From an optimization exercise on the open Yosys and OpenROAD flow, aimed at small area, a short achievable clock period and few clock cycles per item; shortcuts taken in it are not production practice. Where RTL was checked, it was by simulation tests only, not by an equivalence proof against the original. No activity file was given, so power comes from the tool's default toggle rates.

==> module blur_mask_stage, before the edit <==
module blur_mask_stage (
  input  logic                               clock,
  input  logic [8*6-1:0] column,
  input  logic                               first_col,
  output logic [8-1:0]             mask_bits
);
  localparam int SW = 6;
  logic [8*SW-1:0] column_q;
  logic [5:0] side   [8];
  logic [1:0] extra  [8];
  logic [5:0] side_1  [8];
  logic [1:0] extra_1 [8];
  logic [5:0] side_2  [8];
  logic       first_1;
  logic [SW-1:0] q [8+2];
  logic [5:0] side_next [8];
  logic [1:0] extra_next [8];
  logic [7:0] total [8];
  always_comb begin
    q[0] = '0;
    q[8+1] = '0;
    for (int r = 0; r < 8; r++) q[r+1] = column_q[r*SW +: SW];
    for (int r = 0; r < 8; r++) begin
      side_next[r]  = 6'(q[r] >> 2) + 6'(q[r+1] >> 1) + 6'(q[r+2] >> 2);
      extra_next[r] = 2'(q[r][1]) + 2'(q[r+1][0]) + 2'(q[r+2][1]);
      total[r] = 8'(side_2[r]) + 8'({side_1[r], 1'b0}) + 8'(extra_1[r]) + 8'(side[r]);
    end
  end
  always_ff @(posedge clock) begin
    column_q <= column;
    first_1  <= first_col;
    for (int r = 0; r < 8; r++) begin
      side[r]      <= side_next[r];
      extra[r]     <= extra_next[r];
      side_1[r]    <= side[r];
      extra_1[r]   <= extra[r];
      side_2[r]    <= first_1 ? 6'd0 : side_1[r];
      mask_bits[r] <= (total[r] > 8'(32));
    end
  end
endmodule
export LEC_CHECK = 0
export CAP_MARGIN = 20
export CORE_MARGIN = 2
export CORE_UTILIZATION = 65
export CTS_CLUSTER_DIAMETER = 100
export CTS_CLUSTER_SIZE = 30
export SETUP_SLACK_MARGIN = 3.8
export SLEW_MARGIN = 20
create_clock -name core_clock -period 6.0 [get_ports {clock}]
run.sh (not shown) runs the stock make flow with config.mk's settings and CLKGATE_MAP_FILE= SYNTH_SCRIPT=/design/flow/synth_recipe.tcl, a recipe that flattens the netlist after the stock synthesis.
Then changed:
--- a/flow/design.v
+++ b/flow/design.v
@@ -148,39 +148,36 @@
   input  logic                               first_col,
   output logic [8-1:0]             mask_bits
 );
   localparam int SW = 6;
+  localparam logic [5:0] SAT = 6'(32 + 1);
   logic [8*SW-1:0] column_q;
-  logic [5:0] side   [8];
-  logic [1:0] extra  [8];
-  logic [5:0] side_1  [8];
-  logic [1:0] extra_1 [8];
-  logic [5:0] side_2  [8];
-  logic       first_1;
+  logic [5:0] side      [8];
+  logic [6:0] fold      [8];
+  logic [5:0] need      [8];
+  logic       passed    [8];
   logic [SW-1:0] q [8+2];
   logic [5:0] side_next [8];
-  logic [1:0] extra_next [8];
-  logic [7:0] total [8];
+  logic [1:0] extra [8];
+  logic [8:0] short [8];
   always_comb begin
     q[0] = '0;
     q[8+1] = '0;
     for (int r = 0; r < 8; r++) q[r+1] = column_q[r*SW +: SW];
     for (int r = 0; r < 8; r++) begin
-      side_next[r]  = 6'(q[r] >> 2) + 6'(q[r+1] >> 1) + 6'(q[r+2] >> 2);
-      extra_next[r] = 2'(q[r][1]) + 2'(q[r+1][0]) + 2'(q[r+2][1]);
-      total[r] = 8'(side_2[r]) + 8'({side_1[r], 1'b0}) + 8'(extra_1[r]) + 8'(side[r]);
+      side_next[r] = 6'(q[r] >> 2) + 6'(q[r+1] >> 1) + 6'(q[r+2] >> 2);
+      extra[r]     = 2'(q[r][1]) + 2'(q[r+1][0]) + 2'(q[r+2][1]);
+      short[r]     = 9'(SAT + 2) + {2'b11, ~fold[r]} + {2'b11, ~side[r], 1'b1};
     end
   end
   always_ff @(posedge clock) begin
     column_q <= column;
-    first_1  <= first_col;
     for (int r = 0; r < 8; r++) begin
       side[r]      <= side_next[r];
-      extra[r]     <= extra_next[r];
-      side_1[r]    <= side[r];
-      extra_1[r]   <= extra[r];
-      side_2[r]    <= first_1 ? 6'd0 : side_1[r];
-      mask_bits[r] <= (total[r] > 8'(32));
+      fold[r]      <= 7'(first_col ? 6'd0 : side[r]) + 7'(extra[r]);
+      need[r]      <= short[r][5:0];
+      passed[r]    <= short[r][8];
+      mask_bits[r] <= passed[r] || (side[r] >= need[r]);
     end
   end
 endmodule
 `default_nettype wire
Clock power fell by about 2%.
Synthesized cell count rises by 5.6%.
Sequential cell count fell by 17.
Die area goes up by 0.94%.
Non-clock buffer count went up by 1.
Hold slack gains 0.032 ns.
Power decreases by 4.5%.
Final area goes up by 0.73%.
Routed wire length stays flat.
Worst setup slack improves by 0.16 ns.
Global-route usage decreases by 0.43 points.
Clock-buffer cell count went down by 2.
Final cell count grows by 4.3%.
Via count climbs by 2.2%.
Testbench counts after the change, summed over its fixed seeds: cycles 7,056, frames 48.
No functional check of the RTL was part of the first run of this note.

The RTL this note starts from:
==> flow/design.v <==
`timescale 1ns/1ns
`default_nettype none
module frame_memory (
  input  logic                                 clock,
  input  logic [16-1:0]               wr_col_n,
  input  logic [8-1:0]               wr_row_n,
  input  logic [6-1:0]               wr_data,
  input  logic [16-1:0]               rd_sel,
  output logic [8*6-1:0]   rd_column
);
  localparam int COL_W = 8 * 6;
  logic [16*COL_W-1:0] storage;
  for (genvar a = 0; a < 16 * 8; a++) begin : g_word
    always_ff @(posedge clock) begin
      if (!wr_col_n[a / 8] && !wr_row_n[a % 8]) begin
        storage[a*6 +: 6] <= wr_data;
      end
    end
  end
  always_comb begin
    rd_column = '0;
    for (int c = 0; c < 16; c++) begin
      rd_column = rd_column | (storage[c*COL_W +: COL_W] & {COL_W{rd_sel[c]}});
    end
  end
endmodule
`default_nettype wire
`timescale 1ns/1ns
`default_nettype none
module pixel_loader (
  input  logic                     clock,
  input  logic                     pix_write,
  input  logic [4-1:0]     pix_col,
  input  logic [3-1:0]     pix_row,
  input  logic [3*8-1:0] pix_rgb,
  output logic [16-1:0]   wr_col_n,
  output logic [8-1:0]   wr_row_n,
  output logic [6-1:0]   wr_data
);
  logic [8-1:0] grey;
  assign grey = (pix_rgb[23:16] >> 2) + (pix_rgb[15:8] >> 1) + (pix_rgb[7:0] >> 2);
  always_ff @(posedge clock) begin
    for (int c = 0; c < 16; c++) wr_col_n[c] <= !(pix_write && pix_col == 4'(c));
    for (int r = 0; r < 8; r++) wr_row_n[r] <= !(pix_row == 3'(r));
    wr_data <= grey[8-1:2];
  end
endmodule
`default_nettype wire
`timescale 1ns/1ns
`default_nettype none
module column_fetch (
  input  logic                     clock,
  input  logic                     reset,
  input  logic                     start,
  input  logic                     wr_col0,
  output logic                     busy,
  output logic [16-1:0]   rd_sel,
  output logic                     first_col,
  output logic                     mask_valid,
  output logic [4-1:0]     mask_col,
  output logic                     done
);
  localparam int N = 16;
  logic [N+2:0] sel;
  logic first_d;
  logic last_d;
  logic held_last;
  logic due;
  logic due_d;
  logic held_due;
  assign due = busy && |sel[N:1];
  assign rd_sel    = sel[N-1:0];
  assign first_col = first_d;
  always_ff @(posedge clock) begin
    if (reset) begin
      first_d    <= 1'b1;
      last_d     <= 1'b0;
      held_last  <= 1'b0;
      due_d      <= 1'b0;
      held_due   <= 1'b0;
    end else begin
      due_d      <= due;
      held_due   <= due_d;
      first_d    <= sel[0];
      last_d     <= sel[N];
      held_last  <= last_d;
    end
  end
  always_ff @(posedge clock) begin
    if (reset) begin
      busy       <= 1'b0;
      sel        <= (N+3)'(1);
      mask_valid <= 1'b0;
      done       <= 1'b0;
    end else if (!busy) begin
      mask_valid <= 1'b0;
      done       <= 1'b0;
      if (start) begin
        busy <= 1'b1;
        if (!wr_col0) sel <= sel << 1;
      end
    end else begin
      mask_valid <= held_due;
      done       <= held_due && held_last;
      if (held_due && held_last) busy <= 1'b0;
      sel <= sel[N+2] ? (N+3)'(1) : sel << 1;
    end
  end
  logic showing;
  always_ff @(posedge clock) begin
    showing  <= !reset && held_due;
    mask_col <= showing ? mask_col + 1'b1 : '0;
  end
endmodule
`default_nettype wire
`timescale 1ns/1ns
`default_nettype none
module blur_mask_stage (
  input  logic                               clock,
  input  logic [8*6-1:0] column,
  input  logic                               first_col,
  output logic [8-1:0]             mask_bits
);
  localparam int SW = 6;
  localparam logic [5:0] SAT = 6'(32 + 1);
  logic [8*SW-1:0] column_q;
  logic [5:0] side      [8];
  logic [6:0] fold      [8];
  logic [5:0] part_sat  [8];
  logic [SW-1:0] q [8+2];
  logic [5:0] side_next [8];
  logic [1:0] extra [8];
  logic [7:0] part [8];
  logic [6:0] total [8];
  always_comb begin
    q[0] = '0;
    q[8+1] = '0;
    for (int r = 0; r < 8; r++) q[r+1] = column_q[r*SW +: SW];
    for (int r = 0; r < 8; r++) begin
      side_next[r] = 6'(q[r] >> 2) + 6'(q[r+1] >> 1) + 6'(q[r+2] >> 2);
      extra[r]     = 2'(q[r][1]) + 2'(q[r+1][0]) + 2'(q[r+2][1]);
      part[r]      = 8'(fold[r]) + 8'({side[r], 1'b0});
      total[r]     = 7'(part_sat[r]) + 7'(side[r]);
    end
  end
  always_ff @(posedge clock) begin
    column_q <= column;
    for (int r = 0; r < 8; r++) begin
      side[r]      <= side_next[r];
      fold[r]      <= 7'(first_col ? 6'd0 : side[r]) + 7'(extra[r]);
      part_sat[r]  <= (part[r] >= 8'(SAT)) ? SAT : part[r][5:0];
      mask_bits[r] <= (total[r] >= 7'(SAT));
    end
  end
endmodule
`default_nettype wire
`timescale 1ns/1ns
`default_nettype none
module blur_mask_top (
  input  logic                     clock,
  input  logic                     reset,
  input  logic                     pix_write,
  input  logic [4-1:0]     pix_col,
  input  logic [3-1:0]     pix_row,
  input  logic [3*8-1:0] pix_rgb,
  input  logic                     start,
  output logic                     busy,
  output logic                     mask_valid,
  output logic [4-1:0]     mask_col,
  output logic [8-1:0]   mask_bits,
  output logic                     done
);
  logic [16-1:0]              wr_col_n;
  logic [8-1:0]              wr_row_n;
  logic [6-1:0]              wr_data;
  logic [16-1:0]              rd_sel;
  logic                                first_col;
  logic [8*6-1:0]  column;
  pixel_loader loader_i (
    .clock     (clock),
    .pix_write (pix_write),
    .pix_col   (pix_col),
    .pix_row   (pix_row),
    .pix_rgb   (pix_rgb),
    .wr_col_n (wr_col_n),
    .wr_row_n (wr_row_n),
    .wr_data    (wr_data)
  );
  frame_memory memory_i (
    .clock     (clock),
    .wr_col_n (wr_col_n),
    .wr_row_n (wr_row_n),
    .wr_data   (wr_data),
    .rd_sel    (rd_sel),
    .rd_column (column)
  );
  column_fetch fetch_i (
    .clock      (clock),
    .reset      (reset),
    .start      (start),
    .wr_col0    (!wr_col_n[0]),
    .busy       (busy),
    .rd_sel     (rd_sel),
    .first_col  (first_col),
    .mask_valid (mask_valid),
    .mask_col   (mask_col),
    .done       (done)
  );
  blur_mask_stage stage_i (
    .clock     (clock),
    .column    (column),
    .first_col (first_col),
    .mask_bits (mask_bits)
  );
endmodule
`default_nettype wire
Settings: LEC_CHECK=0, CAP_MARGIN=20, CORE_MARGIN=2, CORE_UTILIZATION=65, CTS_CLUSTER_DIAMETER=100, CTS_CLUSTER_SIZE=30, SETUP_SLACK_MARGIN=3.7, SLEW_MARGIN=20; clock period 6.0 ns.
Then changed:
--- a/flow/design.v
+++ b/flow/design.v
@@ -84,28 +84,29 @@
       first_d    <= sel[0];
       last_d     <= sel[N];
       held_last  <= last_d;
     end
   end
+  logic step;
+  assign step = busy || (start && !wr_col0);
+  always_ff @(posedge clock) begin
+    sel[0] <= reset || (busy ? sel[N+2] : !step);
+    for (int i = 1; i <= N + 2; i++) sel[i] <= !reset && step && sel[i-1];
+  end
   always_ff @(posedge clock) begin
     if (reset) begin
       busy       <= 1'b0;
-      sel        <= (N+3)'(1);
       mask_valid <= 1'b0;
       done       <= 1'b0;
     end else if (!busy) begin
       mask_valid <= 1'b0;
       done       <= 1'b0;
-      if (start) begin
-        busy <= 1'b1;
-        if (!wr_col0) sel <= sel << 1;
-      end
+      if (start) busy <= 1'b1;
     end else begin
       mask_valid <= held_due;
       done       <= held_due && held_last;
       if (held_due && held_last) busy <= 1'b0;
-      sel <= sel[N+2] ? (N+3)'(1) : sel << 1;
     end
   end
   logic showing;
   always_ff @(posedge clock) begin
     showing  <= !reset && held_due;
@@ -124,34 +125,34 @@
   localparam int SW = 6;
   localparam logic [5:0] SAT = 6'(32 + 1);
   logic [8*SW-1:0] column_q;
   logic [5:0] side      [8];
   logic [6:0] fold      [8];
-  logic [5:0] part_sat  [8];
+  logic [5:0] need      [8];
+  logic       passed    [8];
   logic [SW-1:0] q [8+2];
   logic [5:0] side_next [8];
   logic [1:0] extra [8];
-  logic [7:0] part [8];
-  logic [6:0] total [8];
+  logic [8:0] short [8];
   always_comb begin
     q[0] = '0;
     q[8+1] = '0;
     for (int r = 0; r < 8; r++) q[r+1] = column_q[r*SW +: SW];
     for (int r = 0; r < 8; r++) begin
       side_next[r] = 6'(q[r] >> 2) + 6'(q[r+1] >> 1) + 6'(q[r+2] >> 2);
       extra[r]     = 2'(q[r][1]) + 2'(q[r+1][0]) + 2'(q[r+2][1]);
-      part[r]      = 8'(fold[r]) + 8'({side[r], 1'b0});
-      total[r]     = 7'(part_sat[r]) + 7'(side[r]);
+      short[r]     = 9'(SAT + 2) + {2'b11, ~fold[r]} + {2'b11, ~side[r], 1'b1};
     end
   end
   always_ff @(posedge clock) begin
     column_q <= column;
     for (int r = 0; r < 8; r++) begin
       side[r]      <= side_next[r];
       fold[r]      <= 7'(first_col ? 6'd0 : side[r]) + 7'(extra[r]);
-      part_sat[r]  <= (part[r] >= 8'(SAT)) ? SAT : part[r][5:0];
-      mask_bits[r] <= (total[r] >= 7'(SAT));
+      need[r]      <= short[r][5:0];
+      passed[r]    <= short[r][8];
+      mask_bits[r] <= passed[r] || (side[r] >= need[r]);
     end
   end
 endmodule
 `default_nettype wire
 `timescale 1ns/1ns
After rerunning: Utilization fell by 0.32 points; register-to-register slack degrades by 0.05 ns; via count fell by 5.0%; die area fell by 1.1%; clock-buffer cell count fell by 2; fmax fell by 1.5%; design area fell by 1.0%; non-clock buffer count rose by 3; worst setup slack degrades by 0.036 ns; power fell by 4.5%.
No functional check of the RTL was part of any run of this note.

Another version of the RTL of blur_mask_top (not shown whole).
For scale: ~2800 cells after synthesis, ~1100 flip-flops, ~42000 um2 of cells after synthesis.
==> module column_fetch, before the edit <==
module column_fetch (
  input  logic                     clock,
  input  logic                     reset,
  input  logic                     start,
  input  logic                     wr_valid,
  input  logic [4-1:0]     wr_col,
  output logic                     busy,
  output logic [16-1:0]   rd_sel,
  output logic                     first_col,
  output logic                     mask_valid,
  output logic [4-1:0]     mask_col,
  output logic                     done
);
  localparam int N = 16;
  logic [N+2:0] sel;
  logic first_d;
  logic held_first;
  logic last_d;
  logic held_last;
  logic due;
  logic due_d;
  logic held_due;
  assign due = busy && |sel[N:1];
  assign rd_sel    = sel[N-1:0];
  assign first_col = held_first;
  always_ff @(posedge clock) begin
    if (reset) begin
      first_d    <= 1'b1;
      held_first <= 1'b1;
      last_d     <= 1'b0;
      held_last  <= 1'b0;
      due_d      <= 1'b0;
      held_due   <= 1'b0;
    end else begin
      due_d      <= due;
      held_due   <= due_d;
      first_d    <= sel[0];
      held_first <= first_d;
      last_d     <= sel[N];
      held_last  <= last_d;
    end
  end
  always_ff @(posedge clock) begin
    if (reset) begin
      busy       <= 1'b0;
      sel        <= (N+3)'(1);
      mask_valid <= 1'b0;
      done       <= 1'b0;
    end else if (!busy) begin
      mask_valid <= 1'b0;
      done       <= 1'b0;
      if (start) begin
        busy <= 1'b1;
        if (!(wr_valid && wr_col == '0)) sel <= sel << 1;
      end
    end else begin
      mask_valid <= held_due;
      done       <= held_due && held_last;
      if (held_due && held_last) busy <= 1'b0;
      sel <= sel[N+2] ? (N+3)'(1) : sel << 1;
    end
  end
  always_ff @(posedge clock) begin
    mask_col <= mask_valid ? mask_col + 1'b1 : '0;
  end
endmodule
==> module blur_mask_stage, before the edit <==
module blur_mask_stage (
  input  logic                               clock,
  input  logic [8*6-1:0] column,
  input  logic                               first_col,
  output logic [8-1:0]             mask_bits
);
  localparam int SW = 6;
  localparam logic [5:0] SAT = 6'(32 + 1);
  logic [8*SW-1:0] column_q;
  logic [5:0] side      [8];
  logic [6:0] centre    [8];
  logic [5:0] side_prev [8];
  logic [5:0] need      [8];
  logic [SW-1:0] q [8+2];
  logic [5:0] side_next [8];
  logic [6:0] centre_next [8];
  logic [7:0] part [8];
  always_comb begin
    q[0] = '0;
    q[8+1] = '0;
    for (int r = 0; r < 8; r++) q[r+1] = column_q[r*SW +: SW];
    for (int r = 0; r < 8; r++) begin
      side_next[r]   = 6'(q[r] >> 2) + 6'(q[r+1] >> 1) + 6'(q[r+2] >> 2);
      centre_next[r] = 7'(q[r] >> 1) + 7'(q[r+1]) + 7'(q[r+2] >> 1);
      part[r] = 8'(first_col ? 6'd0 : side_prev[r]) + 8'(centre[r]);
    end
  end
  always_ff @(posedge clock) begin
    column_q <= column;
    for (int r = 0; r < 8; r++) begin
      side[r]      <= side_next[r];
      centre[r]    <= centre_next[r];
      side_prev[r] <= side[r];
      need[r]      <= (part[r] >= 8'(SAT)) ? 6'd0 : SAT - part[r][5:0];
      mask_bits[r] <= (side[r] >= need[r]);
    end
  end
endmodule
==> module blur_mask_top, before the edit <==
module blur_mask_top (
  input  logic                     clock,
  input  logic                     reset,
  input  logic                     pix_write,
  input  logic [4-1:0]     pix_col,
  input  logic [3-1:0]     pix_row,
  input  logic [3*8-1:0] pix_rgb,
  input  logic                     start,
  output logic                     busy,
  output logic                     mask_valid,
  output logic [4-1:0]     mask_col,
  output logic [8-1:0]   mask_bits,
  output logic                     done
);
  logic                                wr_valid;
  logic [7-1:0]               wr_addr;
  logic [6-1:0]              wr_data;
  logic [16-1:0]              rd_sel;
  logic                                first_col;
  logic [8*6-1:0]  column;
  pixel_loader loader_i (
    .clock     (clock),
    .pix_write (pix_write),
    .pix_col   (pix_col),
    .pix_row   (pix_row),
    .pix_rgb   (pix_rgb),
    .wr_valid  (wr_valid),
    .wr_addr   (wr_addr),
    .wr_data   (wr_data)
  );
  frame_memory memory_i (
    .clock     (clock),
    .wr_valid  (wr_valid),
    .wr_addr   (wr_addr),
    .wr_data   (wr_data),
    .rd_sel    (rd_sel),
    .rd_column (column)
  );
  column_fetch fetch_i (
    .clock      (clock),
    .reset      (reset),
    .start      (start),
    .wr_valid   (wr_valid),
    .wr_col     (wr_addr[7-1:3]),
    .busy       (busy),
    .rd_sel     (rd_sel),
    .first_col  (first_col),
    .mask_valid (mask_valid),
    .mask_col   (mask_col),
    .done       (done)
  );
  blur_mask_stage stage_i (
    .clock     (clock),
    .column    (column),
    .first_col (first_col),
    .mask_bits (mask_bits)
  );
endmodule
export LEC_CHECK = 0
export CAP_MARGIN = 20
export CORE_MARGIN = 2
export CORE_UTILIZATION = 40
export SETUP_SLACK_MARGIN = 3.5
export SLEW_MARGIN = 20
create_clock -name core_clock -period 6.0 [get_ports {clock}]
Rerun with:
--- a/flow/design.v
+++ b/flow/design.v
@@ -55,42 +55,39 @@
   input  logic                     reset,
   input  logic                     start,
   input  logic                     wr_valid,
   input  logic [4-1:0]     wr_col,
   output logic                     busy,
   output logic [16-1:0]   rd_sel,
-  output logic                     first_col,
+  output logic                     first_next,
   output logic                     mask_valid,
   output logic [4-1:0]     mask_col,
   output logic                     done
 );
   localparam int N = 16;
   logic [N+2:0] sel;
   logic first_d;
-  logic held_first;
   logic last_d;
   logic held_last;
   logic due;
   logic due_d;
   logic held_due;
   assign due = busy && |sel[N:1];
   assign rd_sel    = sel[N-1:0];
-  assign first_col = held_first;
+  assign first_next = first_d;
   always_ff @(posedge clock) begin
     if (reset) begin
       first_d    <= 1'b1;
-      held_first <= 1'b1;
       last_d     <= 1'b0;
       held_last  <= 1'b0;
       due_d      <= 1'b0;
       held_due   <= 1'b0;
     end else begin
       due_d      <= due;
       held_due   <= due_d;
       first_d    <= sel[0];
-      held_first <= first_d;
       last_d     <= sel[N];
       held_last  <= last_d;
     end
   end
   always_ff @(posedge clock) begin
     if (reset) begin
@@ -119,44 +116,46 @@
 `default_nettype wire
 `timescale 1ns/1ns
 `default_nettype none
 module blur_mask_stage (
   input  logic                               clock,
   input  logic [8*6-1:0] column,
-  input  logic                               first_col,
+  input  logic                               first_next,
   output logic [8-1:0]             mask_bits
 );
   localparam int SW = 6;
   localparam logic [5:0] SAT = 6'(32 + 1);
   logic [8*SW-1:0] column_q;
   logic [5:0] side      [8];
   logic [6:0] centre    [8];
   logic [5:0] side_prev [8];
-  logic [5:0] need      [8];
+  logic [5:0] part_sat  [8];
   logic [SW-1:0] q [8+2];
   logic [5:0] side_next [8];
   logic [6:0] centre_next [8];
   logic [7:0] part [8];
+  logic [6:0] total [8];
   always_comb begin
     q[0] = '0;
     q[8+1] = '0;
     for (int r = 0; r < 8; r++) q[r+1] = column_q[r*SW +: SW];
     for (int r = 0; r < 8; r++) begin
       side_next[r]   = 6'(q[r] >> 2) + 6'(q[r+1] >> 1) + 6'(q[r+2] >> 2);
       centre_next[r] = 7'(q[r] >> 1) + 7'(q[r+1]) + 7'(q[r+2] >> 1);
-      part[r] = 8'(first_col ? 6'd0 : side_prev[r]) + 8'(centre[r]);
+      part[r]  = 8'(side_prev[r]) + 8'(centre[r]);
+      total[r] = 7'(part_sat[r]) + 7'(side[r]);
     end
   end
   always_ff @(posedge clock) begin
     column_q <= column;
     for (int r = 0; r < 8; r++) begin
       side[r]      <= side_next[r];
       centre[r]    <= centre_next[r];
-      side_prev[r] <= side[r];
-      need[r]      <= (part[r] >= 8'(SAT)) ? 6'd0 : SAT - part[r][5:0];
-      mask_bits[r] <= (side[r] >= need[r]);
+      side_prev[r] <= first_next ? 6'd0 : side[r];
+      part_sat[r]  <= (part[r] >= 8'(SAT)) ? SAT : part[r][5:0];
+      mask_bits[r] <= (total[r] >= 7'(SAT));
     end
   end
 endmodule
 `default_nettype wire
 `timescale 1ns/1ns
 `default_nettype none
@@ -175,13 +174,13 @@
   output logic                     done
 );
   logic                                wr_valid;
   logic [7-1:0]               wr_addr;
   logic [6-1:0]              wr_data;
   logic [16-1:0]              rd_sel;
-  logic                                first_col;
+  logic                                first_next;
   logic [8*6-1:0]  column;
   pixel_loader loader_i (
     .clock     (clock),
     .pix_write (pix_write),
     .pix_col   (pix_col),
     .pix_row   (pix_row),
@@ -203,19 +202,19 @@
     .reset      (reset),
     .start      (start),
     .wr_valid   (wr_valid),
     .wr_col     (wr_addr[7-1:3]),
     .busy       (busy),
     .rd_sel     (rd_sel),
-    .first_col  (first_col),
+    .first_next  (first_next),
     .mask_valid (mask_valid),
     .mask_col   (mask_col),
     .done       (done)
   );
   blur_mask_stage stage_i (
     .clock     (clock),
     .column    (column),
-    .first_col (first_col),
+    .first_next (first_next),
     .mask_bits (mask_bits)
   );
 endmodule
 `default_nettype wire
Register-to-register slack improves by 0.06 ns.
Worst setup slack improves by 0.061 ns.
Total power came out lower by a few percent.
Critical path depth came out lower by 9.
Non-clock buffer count came out lower by 48.
Die area is about the same.
Sequential share of layout area came out higher by 1.8 points.
Combinational power came out lower by a few percent.
Maximum frequency came out higher by a few percent.
No run of this note included a check of the RTL's function; only the layout flow was run.

==> port drivers added, routing unchanged <==
How much do the figures lean on ideal ports? The routed layouts below were timed once more, with nothing changed but the port constraints.
Step 1 assumes that a clkbuf_16 drives the clock port and a buf_2 every other input.
Step 2 also shifts input and output timing later by t, the mid clock arrival at the registers, as if the neighbouring blocks saw the same clock.
Three values: no drivers, after step 1, after step 2; two values: the first two.
| run | t, ns | setup slack, ns | worst setup path after step 2 | clock arrival spread, ns |
|---|---|---|---|---|
| the first run of note 1 | 0.675 | 3.543 / 3.543 / 3.327 | input to register | 0.020 / 0.021 |
| the second run of note 1 | 0.687 | 3.705 / 3.642 / 3.464 | input to register | 0.037 / 0.038 |
| the first run of note 2 | 0.675 | 3.678 / 3.619 / 3.043 | input to register | 0.036 / 0.036 |
| the second run of note 2 | 0.669 | 3.642 / 3.644 / 3.017 | input to register | 0.033 / 0.033 |
| the first run of note 3 | 0.731 | 3.410 / 3.410 / 2.856 | input to register | 0.028 / 0.028 |
| the second run of note 3 | 0.742 | 3.471 / 3.424 / 2.884 | input to register | 0.035 / 0.035 |
After both steps setup and hold are still met in every run listed. For the first run of note 2, which loses most, drivers alone change the setup slack by -0.059 ns; drivers and shift together by -0.635 ns.
